Background: an optimization exercise with open tools, aiming at small area and a short achievable clock period. Do not read the settings as production practice. Where RTL was checked, it was by simulation tests only, not by an equivalence proof against the original. The RTL of run 1 was laid out without a check of its function. Power figures rest on the tool's default switching activity, not on a simulated workload.

==> flow/design.v, too long to show whole: its modules and the start of the top module <==
// module mipsExecUnit: 1091 lines
module mipsExecUnit
(
    input  logic        clk,
    input  logic        rstN,
    input  logic        instrValid,
    input  logic [31:0] instrWord,
    input  logic [31:0] rsValue,
    input  logic [31:0] rtValue,
    output logic        resultValid,
    output logic [32:0] execOut
);
  // ...
==> flow/run.sh <==
#!/bin/bash
# synth_recipe.tcl (not shown) runs the flow's synth.tcl, then flattens the netlist and writes it again
# the make line also repeats each setting of config.mk as NAME=value (left out here)
make -C /OpenROAD-flow-scripts/flow DESIGN_CONFIG=/design/flow/config.mk WORK_HOME=/design/flow/orfs CLKGATE_MAP_FILE= SYNTH_SCRIPT=/design/flow/synth_recipe.tcl finish
==> flow/config.mk <==
export PLATFORM = sky130hd
export DESIGN_NAME = mipsExecUnit
export DESIGN_NICKNAME = mipsExecUnit
export VERILOG_FILES = /design/flow/design.v
export SDC_FILE = /design/flow/constraint.sdc
export NUM_CORES = 4
export LEC_CHECK = 0
export CAP_MARGIN = 20
export CORE_MARGIN = 2
export CORE_UTILIZATION = 40
export SETUP_SLACK_MARGIN = 5
export SLEW_MARGIN = 20
==> flow/constraint.sdc <==
create_clock -name core_clock -period 9.0 [get_ports {clk}]
set_input_delay 1.8000 -clock core_clock [delete_from_list [all_inputs] [get_ports {clk}]]
set_output_delay 1.8000 -clock core_clock [all_outputs]
set_load 0.01 [all_outputs]
==> implementation parameters, run 1 <==
Parameter                              Value

Critical path
  Most common cell on crit path    sky130_fd_sc_hd__xnor2_1
  Launch point of the critical path    x1[11]
  Cell-by-cell trace of the critical path    buf_12 -> xnor2_1 -> nor2_4 -> a22oi_1 -> nand2_1 -> nand2_1 -> fa_2 -> fa_1 -> fa_1 -> inv_1 -> fa_2 -> xnor2_2 -> xnor2_1 -> xnor2_1 -> xnor2_1 -> xnor2_1 -> xnor2_1 -> xnor2_1
  Critical Path Source Type    flop

Layout
  Share of layout cells above drive strength 1    0.1313
  Clock tree cell share of total cell area    0.03435
  Leading cell types in the layout, fill and taps excluded    326 x sky130_fd_sc_hd__nand2_1, 263 x sky130_fd_sc_hd__o21ai_0, 213 x sky130_fd_sc_hd__dfxtp_1, 208 x sky130_fd_sc_hd__fa_1, 193 x sky130_fd_sc_hd__a22oi_1
  Design area    about 28000 µm²

GRT
  Gr busiest metal    met2
  GR met3 Demand/Resource    0.04627

Placed design
  Number of cells after detailed placement    ~3400

Synth
  Most used standard cell by instance count after synthesis    sky130_fd_sc_hd__nand2_1
  Adder and majority gate portion of the synthesized area    0.2280
  Sequential share of the synthesized area    0.2056
  Synthesized-area fraction occupied by xor and xnor cells    0.08064

Clocking
  Post-cts hold buffer count    0
  Root Buffer Master    sky130_fd_sc_hd__clkbuf_16

Die
  Horizontal die dimension    243.7 µm

STA
  Final worst path period share    0.4993
  Final worst path period need    around 4.5 ns

Power
  Switching share of power    0.3449
  Logic pwr share    0.324
  Clock network fraction of design power    0.332
  Combinational Power    roughly 1100 µW
  Register share of total power    0.344

Routing
  Vias after detailed routing    about 22000

Status
  Result of the run  no timing/DRC/antenna violations
==> run 2: changes to the inputs <==
--- a/flow/design.v
+++ b/flow/design.v
@@ -189,48 +189,54 @@
     logic sgnDiff;
     assign sgnDiff = rsValue[31] ^ bSel[31];
     logic rsZero, rsEq, takenSel;
     assign rsZero = (rsValue == 32'd0);
     assign rsEq   = (rsValue == rtValue);
     assign takenSel = (oBeq & rsEq) | (oBne & ~rsEq) |
                       (oBgtz & ~rsValue[31] & ~rsZero) | (oBlez & (rsValue[31] | rsZero)) |
                       (oBltz & rsValue[31]) | (oBgez & ~rsValue[31]);
+    logic [32:0] xe0;
+    assign xe0 = {{xSel, 1'b0}};
+    logic [15:0] esgl, edbl, eneg;
+    always_comb begin
+        for (int i = 0; i < 16; i++) begin
+            esgl[i] = xe0[2*i+1] ^ xe0[2*i];
+            edbl[i] = (xe0[2*i+2] & ~xe0[2*i+1] & ~xe0[2*i]) | (~xe0[2*i+2] & xe0[2*i+1] & xe0[2*i]);
+            eneg[i] = xe0[2*i+2];
+        end
+    end
+    logic [47:0] fSel;
+    assign fSel = kMulX ? {{eneg, edbl, esgl}} : {{16'd0, xSel}};
     logic        v1;
-    logic [31:0] a1, x1;
+    logic [31:0] a1;
+    logic [47:0] f1;
     logic        mm1, one1, cin1, srl1, slt1, sltK1, sltS1, tk1;
     always_ff @(posedge clk) begin
         if (!rstN) v1 <= 1'b0;
         else       v1 <= instrValid;
         a1    <= aSel;
-        x1    <= xSel;
+        f1    <= fSel;
         mm1   <= kMulX;
         one1  <= kAddB | kSubB | kPassA;
         cin1  <= kSubB;
         srl1  <= fSrl;
         slt1  <= kSlt;
         sltK1 <= kSlt & sgnDiff & rsValue[31];
         sltS1 <= kSlt & ~sgnDiff;
         tk1   <= takenSel;
     end
-    logic [32:0] xe;
-    assign xe = {{x1, 1'b0}};
     logic [15:0] bsgl, bdbl, bneg;
-    always_comb begin
-        for (int i = 0; i < 16; i++) begin
-            bsgl[i] = mm1 & (xe[2*i+1] ^ xe[2*i]);
-            bdbl[i] = mm1 & ((xe[2*i+2] & ~xe[2*i+1] & ~xe[2*i]) | (~xe[2*i+2] & xe[2*i+1] & xe[2*i]));
-            bneg[i] = mm1 & xe[2*i+2];
-        end
-        bsgl[0] = bsgl[0] | one1;
-    end
+    assign bsgl = (f1[15:0] & {{16{{mm1}}}}) | {{15'd0, one1}};
+    assign bdbl = f1[31:16] & {{16{{mm1}}}};
+    assign bneg = f1[47:32];
+    logic [31:0] crow;
+    assign crow = f1[31:0] & {{32{{~mm1}}}};
     logic [32:0] ae;
     assign ae = {a1, 1'b0};
-    logic [31:0] crow;
-    assign crow = x1 & {32{~mm1}};
     logic [31:0] pp0;
     logic [29:0] pp1;
     logic [27:0] pp2;
     logic [25:0] pp3;
     logic [23:0] pp4;
     logic [21:0] pp5;
     logic [19:0] pp6;
     logic [17:0] pp7;
@@ -845,19 +851,17 @@
     assign fs165 = fs115 ^ fs116 ^ fs117;
     assign fc165 = (fs115 & fs116) | (fs115 & fs117) | (fs116 & fs117);
     assign fs166 = fc112 ^ fc113 ^ fc114;
     assign fc166 = (fc112 & fc113) | (fc112 & fc114) | (fc113 & fc114);
     assign fs167 = fs118 ^ fs119 ^ fs120;
     assign fc167 = (fs118 & fs119) | (fs118 & fs120) | (fs119 & fs120);
     assign fs168 = fc115 ^ fc116 ^ fc117;
     assign fc168 = (fc115 & fc116) | (fc115 & fc117) | (fc116 & fc117);
-    logic x31f;
-    assign x31f = x31l0 ^ fc12 ^ fc13 ^ fc14 ^ fc15 ^ hc8 ^ fc60 ^ fc61 ^ fc62 ^ fc63 ^ fc118 ^ fc119 ^ fc120 ^ fc167;
-    logic [122:0] r2t, r2d;
+    logic [135:0] r2t, r2d;
     assign r2d[0] = pp0[0];
     assign r2d[1] = bneg[0];
     assign r2d[2] = crow[0];
     assign r2d[3] = cin1;
     assign r2d[4] = pp0[1];
     assign r2d[5] = crow[1];
     assign r2d[6] = pp0[2];
     assign r2d[7] = pp1[0];
@@ -969,18 +973,31 @@
     assign r2d[113] = fs165;
     assign r2d[114] = fs166;
     assign r2d[115] = fc163;
     assign r2d[116] = fc164;
     assign r2d[117] = fs167;
     assign r2d[118] = fs168;
     assign r2d[119] = fc165;
     assign r2d[120] = fc166;
-    assign r2d[121] = x31f;
-    assign r2d[122] = fc168;
+    assign r2d[121] = x31l0;
+    assign r2d[122] = fc12;
+    assign r2d[123] = fc13;
+    assign r2d[124] = fc14;
+    assign r2d[125] = fc15;
+    assign r2d[126] = hc8;
+    assign r2d[127] = fc60;
+    assign r2d[128] = fc61;
+    assign r2d[129] = fc62;
+    assign r2d[130] = fc63;
+    assign r2d[131] = fc118;
+    assign r2d[132] = fc119;
+    assign r2d[133] = fc120;
+    assign r2d[134] = fc167;
+    assign r2d[135] = fc168;
     logic        v2, srl2, slt2, sltK2, sltS2, tk2;
     always_ff @(posedge clk) begin
         if (!rstN) v2 <= 1'b0;
         else       v2 <= v1;
         r2t   <= r2d;
         srl2  <= srl1;
         slt2  <= slt1;
         sltK2 <= sltK1;
@@ -1166,17 +1183,17 @@
     assign fc222 = (fs192 & r2t[108]) | (fs192 & fc191) | (r2t[108] & fc191);
     assign fs223 = fs193 ^ r2t[112] ^ fc192;
     assign fc223 = (fs193 & r2t[112]) | (fs193 & fc192) | (r2t[112] & fc192);
     assign fs224 = fs194 ^ r2t[116] ^ fc193;
     assign fc224 = (fs194 & r2t[116]) | (fs194 & fc193) | (r2t[116] & fc193);
     assign fs225 = fs195 ^ r2t[120] ^ fc194;
     assign fc225 = (fs195 & r2t[120]) | (fs195 & fc194) | (r2t[120] & fc194);
     logic [31:0] rowA, rowB;
-    assign rowA = {(r2t[121] ^ r2t[122] ^ fc195 ^ fc225), fs225, fs224, fs223, fs222, fs221, fs220, fs219, fs218, fs217, fs216, fs215, fs214, fs213, fs212, fs211, fs210, fs209, fs208, fs207, fs206, fs205, fs204, fs203, fs202, fs201, fs200, fs199, fs198, fs197, fs196, hs30};
+    assign rowA = {(r2t[121] ^ r2t[122] ^ r2t[123] ^ r2t[124] ^ r2t[125] ^ r2t[126] ^ r2t[127] ^ r2t[128] ^ r2t[129] ^ r2t[130] ^ r2t[131] ^ r2t[132] ^ r2t[133] ^ r2t[134] ^ r2t[135] ^ fc195 ^ fc225), fs225, fs224, fs223, fs222, fs221, fs220, fs219, fs218, fs217, fs216, fs215, fs214, fs213, fs212, fs211, fs210, fs209, fs208, fs207, fs206, fs205, fs204, fs203, fs202, fs201, fs200, fs199, fs198, fs197, fs196, hs30};
     assign rowB = {1'b0, fc224, fc223, fc222, fc221, fc220, fc219, fc218, fc217, fc216, fc215, fc214, fc213, fc212, fc211, fc210, fc209, fc208, fc207, fc206, fc205, fc204, fc203, fc202, fc201, fc200, fc199, fc198, fc197, fc196, hc30, r2t[3]};
     logic [31:0] sum;
     assign sum = rowA + rowB;
     logic [31:0] res;
     logic        pass2;
     assign pass2 = ~srl2 & ~slt2;
     always_comb begin
         for (int i = 1; i < 32; i++) res[i] = (pass2 & sum[i]) | (srl2 & sum[31-i]);
==> flow/flow/run.sh (new file) <==
#!/bin/bash
bash standard.sh SETUP_SLACK_MARGIN=6 finish > standard.log 2>&1
==> flow/standard.sh (new file) <==
#!/bin/bash
# synth_recipe.tcl (not shown) runs the flow's synth.tcl, then flattens the netlist and writes it again
# the make line also repeats each setting of config.mk as NAME=value (left out here)
make -C /OpenROAD-flow-scripts/flow DESIGN_CONFIG=/design/flow/config.mk WORK_HOME=/design/flow/orfs CLKGATE_MAP_FILE= SYNTH_SCRIPT=/design/flow/synth_recipe.tcl "${@:-finish}"
removed: flow/run.sh
==> implementation parameters, run 2 <==
Parameter                              Value

Synth
  Post-synth top area cell    sky130_fd_sc_hd__dfxtp_1
  Yosys reg bits    around 270
  Post-synth EDFFs    0
  Ranking of synthesized cells by area    sky130_fd_sc_hd__dfxtp_1 24%, sky130_fd_sc_hd__fa_1 20%, sky130_fd_sc_hd__xnor2_1 9.0%
  Synth warn    1
  Post-synth top area share    0.2403
  Multiplexer share of the synthesized area    0.04460
  Adder and majority gate portion of the synthesized area    0.2346 (+0.006572)
  Most frequently used flop master after synthesis    sky130_fd_sc_hd__dfxtp_1
  Synthesized-area fraction occupied by xor and xnor cells    0.1468 (+0.06613)
  Compound-gate portion of the synthesized area    0.1660
  Cell Area, Synth    between 20000 and 25000 µm²
  Distinct cell type count of the synthesized netlist    76
  Synthesized area per cell    9.650 µm²
  Instance count of the mapped netlist    between 2000 and 2500
  Main combinational cell family by area after synthesis    adder cells
  Top post-synthesis cells by count    265 x sky130_fd_sc_hd__dfxtp_1, 227 x sky130_fd_sc_hd__xnor2_1, 220 x sky130_fd_sc_hd__fa_1, 200 x sky130_fd_sc_hd__a22oi_1, 196 x sky130_fd_sc_hd__nand2_1
  Sequential share of the synthesized area    0.2403 (+0.03467)
  Simple-gate share of the synthesized area    0.09560
  Most used standard cell by instance count after synthesis    sky130_fd_sc_hd__dfxtp_1
  Share of synthesized registers carrying an async set or reset    0
  Synthesized netlist net count    about 2700

Power
  PwrDens    approximately 120 nW/µm²
  Leak    0.01214 µW
  Maximum vdd ir drop    around 130 µV

Routing
  Vias after detailed routing    19390 (-11%)
  Count of unresolved DRC violations after routing    0
  Via count normalized by instance count    approximately 6.0
  Post-DR wirelength/cell    approximately 26 µm
  Total detailed-routing wirelength    ~86000 µm
  Drt first pass iters    6
  Number of DRC markers in iteration 0    roughly 2100
  Count of nets left with antenna violations after detail routing    0

STA
  Final TNS setup    0 ns
  Worst Tran Pin Value    0.9858 ns
  Fmax achieved    about 260 MHz
  Final-report max-slew violation count    0
  Worst hold margin    roughly 0.32 ns
  Max-Slew Margin vs Limit    0.3428
  Layout Skew    0.03234 ns
  Final worst path period need    3.915 ns (-0.5785 ns)
  Hold Fails Final Rpt    0
  Unrepaired setup endpoints after global routing    true
  Final worst path period share    0.4351 (-0.06428)
  Min setup slack post-route    5.085 ns
  Endpoints failing setup    0

Layout
  Leading cell types in the layout, fill and taps excluded    238 x sky130_fd_sc_hd__dfxtp_1, 200 x sky130_fd_sc_hd__xnor2_1, 169 x sky130_fd_sc_hd__nand2_1, 169 x sky130_fd_sc_hd__inv_1, 162 x sky130_fd_sc_hd__fa_1
  Nets    roughly 2900
  Top Registers    r2t (136), f1 (48)
  Inserted Diodes    0
  Leading cell type in the layout, fill and taps excluded    sky130_fd_sc_hd__dfxtp_1
  Flip-flop count of the largest register after layout    around 140
  Design area    29550 µm² (+7.3%)
  Layout-stage area growth over the synthesis result    33.83%
  Most flop-heavy register    r2t
  Share of layout cells above drive strength 1    0.3424 (+0.2111)
  Final Util    0.5384

Status
  Result of the run  no timing/DRC/antenna violations

Hold path
  Path category of the worst min-delay check    reg -> reg

Die
  Standard-cell rows    86
  Horizontal die dimension    238.9 µm (-1.9%)
  Ports placed on the boundary    133
  DIE AREA    57090 µm²
  Area of the core    around 55000 µm²
  Starting density of the core    0.4023
  Die H    238.9 µm

Critical path
  Dominant delay contributor by cell family on the critical path    buffers and inverters
  Critical path arrival    between 4 and 5 ns
  Class of the most critical setup path    in -> reg
  Maximum single-stage delay on the critical path    roughly 0.57 ns
  Setup crit end kind    flop
  Worst Path Max Fanout    6
  Critical Path Source Type    primary input
  Cell-by-cell trace of the critical path    buf_12 -> nor4_4 -> buf_4 -> buf_6 -> buf_6 -> nand4_1 -> buf_4 -> o22ai_4 -> buf_12 -> nor3_4 -> mux4_2 -> xor2_2 -> nor2_1 -> a21oi_1
  Slowest-stage cell, CP    sky130_fd_sc_hd__mux4_2
  Number of buffer and inverter stages on the critical path    6
  Critical path required time    9.41 ns

Placed design
  Gp weighted congestion    just over 0.9
  Total cell area at the placement stage    approximately 24000 µm²
  Port Buf Inserts    between 100 and 150
  Pre-CTS setup slack    2.187 ns
  HPWL after detailed placement    just over 50000 µm

Clocking
  CTS H-tree lvls    1
  Clk sink count    between 200 and 300
  Insertion delay of the later-clocked pin in the worst-skew pair    0.58 ns
  Inserted Clock Buffers    30
  Clock slew at the register clock pins of the worst setup and hold paths    around 0.06 ns
  Root Buffer Master    sky130_fd_sc_hd__clkbuf_16
  Buffers from clock root to sink, at most    3
  Post-cts hold buffer count    0 (unchanged)
  CTS tree    done

GRT
  Remaining Overflow, GRT    0
  GRT Util Overall    0.2946
  Largest net degree at the start of global routing    37
  Number of global-route vias before repair    between 20000 and 25000
  First-pass GRT wire length    roughly 130000 µm
  Initial antenna violation count    1

Flow run
  Count of maximum capacitance violations    0
## run 2: changes by cell type in the layout (fill, tap and decap cells not counted), sizes merged, moves of 37 or more
cell           change
o21ai            -242
nor2             -148
nand2            -147
buf              +146
clkdlybuf4s50    -108
xor2              +85
xnor2             +76
a22o              +57
inv               +45
a21oi             -41
dlygate4sd2       +41
a221oi            -37
## run 2: per-layer routing
| layer | part of all wire | routed length, µm | GRT usage | vias to the layer above |
|---|---|---|---|---|
| li1 | - | - | - | 8211 |
| met1 | 0.38 | 32830 | 0.3697 | 9651 |
| met2 | 0.46 | 39580 | 0.4767 | 1218 |
| met3 | 0.094 | 8045 | 0.05958 | 307 |
| met4 | 0.061 | 5253 | 0.1593 | 2 |
| met5 | 0.00015 | 13 | 0 | - |
## run 2: cell families after synthesis
| logic type | count (synthesis) |
|---|---|
| mux | 57 |
| compound gates | 490 |
| xor+xnor | 370 |
| buf+inv | 398 |
| simple gates | 426 |
| flops | 265 |
| fa+ha+maj | 282 |
## run 2: per-stage QoR
| step | power (µW) | cells |
|---|---|---|
| 2_1_floorplan | 1788 | 2288 |
| 3_3_place_gp | 2085 | 2950 |
| 3_5_place_dp | 2096 | 2950 |
| 4_1_cts | 3395 | 3175 |
| 5_1_grt | 3584 | 3236 |
| 6_report | 3455 | 3236 |
## run 2: power breakdown
group | internal, µW | switching (µW) | total, µW
registers | 1260 | 91.2 | 1350
clock network | 713 | 510 | 1220
logic | 410 | 473 | 883
total | 2380 | 1070 | 3460
## run 2: worst reg2reg max path, delay by kind of cell, from the launching register on
family | cells | cell delay [ns]
simple gates | 6 | 1.05
compound gates | 2 | 0.41
flops | 1 | 0.32
fa+ha+maj | 3 | 1.36
buf+inv | 2 | 0.36
## run 2: area by class of cell
| cell class | count | area [µm²] |
|---|---|---|
| Timing Repair inverter | 2 | 17.52 |
| Timing Repair Buffer | 380 | 3913 |
| Sequential cell | 265 | 5351 |
| Tap cell | 704 | 880.8 |
| Clock buffer | 41 | 883.3 |
| Inverter | 192 | 735.7 |
| Fill cell | 4758 | 25330 |
| Clock inverter | 14 | 111.4 |
| Multi-Input combinational cell | 1638 | 17650 |
## run 2: worst paths after layout
path / start / to / slack, ns / cells past startpoint
setup / recovery: instrWord[30] / f1[5] / 5.08 / 14
hold / removal: sltK1 / sltK2 / 0.32 / 0
setup reg to reg: r2t[53] / res3[28] / 5.39 / 13
hold reg to reg: sltK1 / sltK2 / 0.32 / 0
## run 2: timing repair
action,in CTS,in global routing
setup buffers,139,60
pin swaps,129,142
resized for setup,567,279
setup endpoints to repair,249,164
gates cloned,31,1
==> run 3: changes to the inputs <==
==> flow/run.sh (new file) <==
#!/bin/bash
# synth_recipe.tcl (not shown) runs the flow's synth.tcl, then flattens the netlist and writes it again
# the make line also repeats each setting of config.mk as NAME=value (left out here)
make -C /OpenROAD-flow-scripts/flow DESIGN_CONFIG=/design/flow/config.mk WORK_HOME=/design/flow/orfs CLKGATE_MAP_FILE= SYNTH_SCRIPT=/design/flow/synth_recipe.tcl finish
removed: flow/flow/run.sh
removed: flow/standard.sh
==> implementation parameters, run 3 <==
Parameter                              Value

Synth
  Yosys reg bits    265 (unchanged)
  Most frequently used flop master after synthesis    sky130_fd_sc_hd__dfxtp_1
  Post-synth top area cell    sky130_fd_sc_hd__dfxtp_1
  Post-synth EDFFs    0 (unchanged)
  Share of synthesized registers carrying an async set or reset    0 (unchanged)
  Cell Area, Synth    22080 µm² (unchanged)
  Synthesized netlist net count    2669 (unchanged)
  Post-synth top area share    0.2403 (unchanged)
  Ranking of synthesized cells by area    sky130_fd_sc_hd__dfxtp_1 24%, sky130_fd_sc_hd__fa_1 20%, sky130_fd_sc_hd__xnor2_1 9.0%
  Synthesized area per cell    9.650 µm² (unchanged)
  Most used standard cell by instance count after synthesis    sky130_fd_sc_hd__dfxtp_1
  Synth warn    1 (unchanged)
  Instance count of the mapped netlist    2288 (unchanged)
  Sequential share of the synthesized area    0.2403 (unchanged)
  Top post-synthesis cells by count    265 x sky130_fd_sc_hd__dfxtp_1, 227 x sky130_fd_sc_hd__xnor2_1, 220 x sky130_fd_sc_hd__fa_1, 200 x sky130_fd_sc_hd__a22oi_1, 196 x sky130_fd_sc_hd__nand2_1
  Distinct cell type count of the synthesized netlist    76 (unchanged)

Critical path
  Crit path depth    9 (-5)
  Launch point of the critical path    instrWord[29]
  Startpoint of the most critical register-to-register path    mm1
  FF-to-FF setup slack    5.07 ns (-0.32 ns)
  Critical path required time    9.54 ns (+0.13 ns)
  Dominant delay contributor by cell family on the critical path    multiplexers
  Setup crit end kind    flop
  Cell-by-cell trace of the critical path    buf_2 -> nor4_4 -> and4_4 -> buf_12 -> mux2_1 -> mux2i_2 -> mux4_2 -> or3_1 -> a31oi_1
  Maximum single-stage delay on the critical path    0.60 ns (+0.03 ns)
  Class of the most critical setup path    in -> reg
  Critical Path Source Type    primary input
  Slowest-stage cell, CP    sky130_fd_sc_hd__mux4_2
  Critical path destination    f1[23]
  R2r endpoint    r2t[109]
  Critical path arrival    4.48 ns (+0.15 ns)
  Worst Path Max Fanout    12 (+6)
  Path depth of the worst reg2reg path    10 (-3)
  Number of buffer and inverter stages on the critical path    2 (-4)

STA
  Worst Tran Pin Value    1.068 ns (+0.08184 ns)
  Final-report max-slew violation count    0 (unchanged)
  Hold Fails Final Rpt    0 (unchanged)
  Unrepaired setup endpoints after global routing    true
  Endpoints failing setup    0 (unchanged)
  Final TNS setup    0 ns (unchanged)
  Final worst path period share    0.4387 (+0.003692)
  Layout Skew    0.03571 ns (+0.003374 ns)
  Final worst path period need    3.949 ns (+0.03323 ns)
  Max-Slew Margin vs Limit    0.2873 (-0.05554)
  Fmax achieved    253.2 MHz (-0.84%)

GRT
  Initial antenna violation count    1 (unchanged)
  First-pass GRT wire length    114700 µm (-8.9%)
  GRT Util Overall    0.2662 (-0.02839)
  Number of global-route vias before repair    18510 (-7.6%)
  Largest net degree at the start of global routing    54 (+46%)
  Remaining Overflow, GRT    0 (unchanged)

Power
  Leak    0.01044 µW (-14%)
  Tot Pwr    3298 µW (-4.6%)
  Maximum vdd ir drop    145.6 µV (+8.2%)
  PwrDens    129.5 nW/µm² (+11%)

Layout
  Most flop-heavy register    r2t
  Area used by multi-input combinational logic    15560 µm² (-12%)
  Top Registers    r2t (136), f1 (48)
  Register area    5321 µm² (-0.56%)
  Share of layout cells above drive strength 1    0.1180 (-0.2244)
  Leading cell type in the layout, fill and taps excluded    sky130_fd_sc_hd__dfxtp_1
  Layout-stage area growth over the synthesis result    15.31%
  Leading cell types in the layout, fill and taps excluded    254 x sky130_fd_sc_hd__dfxtp_1, 227 x sky130_fd_sc_hd__xnor2_1, 218 x sky130_fd_sc_hd__fa_1, 200 x sky130_fd_sc_hd__a22oi_1
  Flip-flop count of the largest register after layout    136 (unchanged)
  Layout fillers    5219 (+9.7%)
  Nets    2699 (-6.6%)

Routing
  Count of unresolved DRC violations after routing    0 (unchanged)
  Drt first pass iters    5 (-1)
  Count of nets left with antenna violations after detail routing    0 (unchanged)
  Post-DR wirelength/cell    24.99 µm (-5.7%)
  Number of DRC markers in iteration 0    1801 (-16%)
  Via count normalized by instance count    5.885 (-1.8%)
  Vias after detailed routing    17920 (-7.6%)
  Total detailed-routing wirelength    76070 µm (-11%)

Die
  Starting density of the core    0.4023 (unchanged)
  Ports placed on the boundary    133 (unchanged)
  Horizontal die dimension    238.9 µm (unchanged)
  Standard-cell rows    86 (unchanged)
  DIE AREA    57090 µm² (unchanged)
  Area of the core    54880 µm² (unchanged)
  Die H    238.9 µm (unchanged)

Flow run
  Count of maximum capacitance violations    0 (unchanged)

Placed design
  Gp weighted congestion    0.9068 (-0.37%)
  Port Buf Inserts    127 (unchanged)
  HPWL after detailed placement    51690 µm (-0.34%)

Clocking
  Inserted Clock Buffers    30 (unchanged)
  CTS tree    done
  Clock slew at the register clock pins of the worst setup and hold paths    0.06 ns (about the same)
  Clk sink count    265 (unchanged)
  Buffers from clock root to sink, at most    3 (unchanged)
  CTS H-tree lvls    1 (unchanged)
  Root Buffer Master    sky130_fd_sc_hd__clkbuf_16
  Insertion delay of the later-clocked pin in the worst-skew pair    0.61 ns (+0.03 ns)

Hold path
  Path category of the worst min-delay check    reg -> reg

Status
  Result of the run  no timing/DRC/antenna violations
-- run 3: cell counts after synthesis --
Identical to the previous run, type by type.
-- run 3: area by class of cell --
type,count,share of cell area
Inverter,192,0.02860
Antenna cell,1,0.00009829
Timing Repair Buffer,199,0.07755
Multi-Input combinational cell,1630,0.6112
Sequential cell,265,0.2090
Clock inverter,15,0.007470
Clock buffer,38,0.03145
Tap cell,704,0.03460
-- run 3: kinds of logic (layout without fill, tap and decap cells) --
family	count (synthesis)	count (layout)	share of synthesized area
flops	265	265	0.2403
other cells	0	1	0
buf+inv	398	444	0.07208
simple gates	426	431	0.09560
compound gates	490	490	0.1660
fa+ha+maj	282	282	0.2346
xor+xnor	370	370	0.1468
mux	57	57	0.04460
-- run 3: worst reg2reg max path, stage by stage, from the launching register on --
cell and delay (ns):
sky130_fd_sc_hd__dfxtp_4 0.42, sky130_fd_sc_hd__buf_16 0.22, sky130_fd_sc_hd__and2_1 0.16, sky130_fd_sc_hd__buf_4 0.36
sky130_fd_sc_hd__a22oi_1 0.18, sky130_fd_sc_hd__xor2_1 0.19, sky130_fd_sc_hd__fa_1 0.57, sky130_fd_sc_hd__inv_1 0.06
sky130_fd_sc_hd__fa_1 0.59, sky130_fd_sc_hd__fa_1 0.54, sky130_fd_sc_hd__fa_1 0.49
-- run 3: per-layer routing --
metal	vias to the layer above	global-route usage	part of all wire
li1	7822	-	-
met1	8855	0.3465	0.40
met2	1000	0.4185	0.45
met3	238	0.05242	0.093
met4	0	0.1402	0.060
met5	-	0	0
-- run 3: repair_timing --
action                     in CTS  in global routing
setup buffers                  16                 13
gates resized for setup        79                 44
gates cloned                    9                  1
pin swaps                       9                 12
setup endpoints to repair      78                 36
hold buffers                    0                  0
-- run 3: worst min-delay path by stage --
| stage | depth (start not counted) | startpoint | to |
|---|---|---|---|
| after global placement | 0 | srl1 | srl2 |
| final | 0 | sltS1 | sltS2 |
| after detailed placement | 0 | srl1 | srl2 |
| after floorplan | 0 | cin1 | r2t[3] |
| after global routing | 0 | sltS1 | sltS2 |
| after CTS | 0 | slt1 | slt2 |
-- run 3: where the power goes --
group / leakage, µW / internal (µW) / switching (µW)
registers: 0.00217 / 1260 / 101
logic: 0.00779 / 330 / 378
clock network: 0.000478 / 717 / 515
total: 0.0104 / 2300 / 994
-- run 3: metrics by stage --
step | hold slack, ns | cells | instance area (µm²) | worst slack, ns | util
5_1_grt | 0.3290 | 3043 | 25460 | 4.928 | 0.4639
4_1_cts | 0.3261 | 3029 | 25250 | 4.997 | 0.4601
3_5_place_dp | 0.3121 | 2951 | 23800 | 2.207 | 0.4337
6_report | 0.3252 | 3044 | 25460 | 5.051 | 0.4639
2_1_floorplan | 0.3096 | 2288 | 22210 | 4.768 | -
3_3_place_gp | 0.3135 | 2951 | 23800 | 2.345 | 0.4337

re-timing with driven ports:
The results above use ideal ports. As a check the final layouts listed here were re-extracted and re-timed, cells and wires unchanged.
Step 1, drivers: a clkbuf_16 drives clk and a buf_2 each remaining input, both assumed.
Step 2, shift: input delay + t, output delay - t, t = (earliest + latest rising clock arrival at the registers) / 2. This alone moves slack from input paths to output paths.
Three values: ideal, step 1, step 2; two values: the first two.
run	t, ns	setup slack, ns	hold WS [ns]	clock arrival spread, ns	worst register clock-pin slew, ns
run 1	0.631	4.506 / 4.506 / 4.461	0.329 / 0.329 / 0.329	0.021 / 0.021	0.07 / 0.07
run 2	0.625	5.084 / 5.101 / 4.475	0.323 / 0.323 / 0.323	0.033 / 0.033	0.07 / 0.07
run 3	0.645	5.051 / 5.071 / 4.439	0.325 / 0.325 / 0.325	0.037 / 0.037	0.06 / 0.06
After both steps setup and hold are still met in every run listed. The setup slack of run 3, which loses most, moves by +0.020 ns with the drivers and by -0.612 ns with both steps.
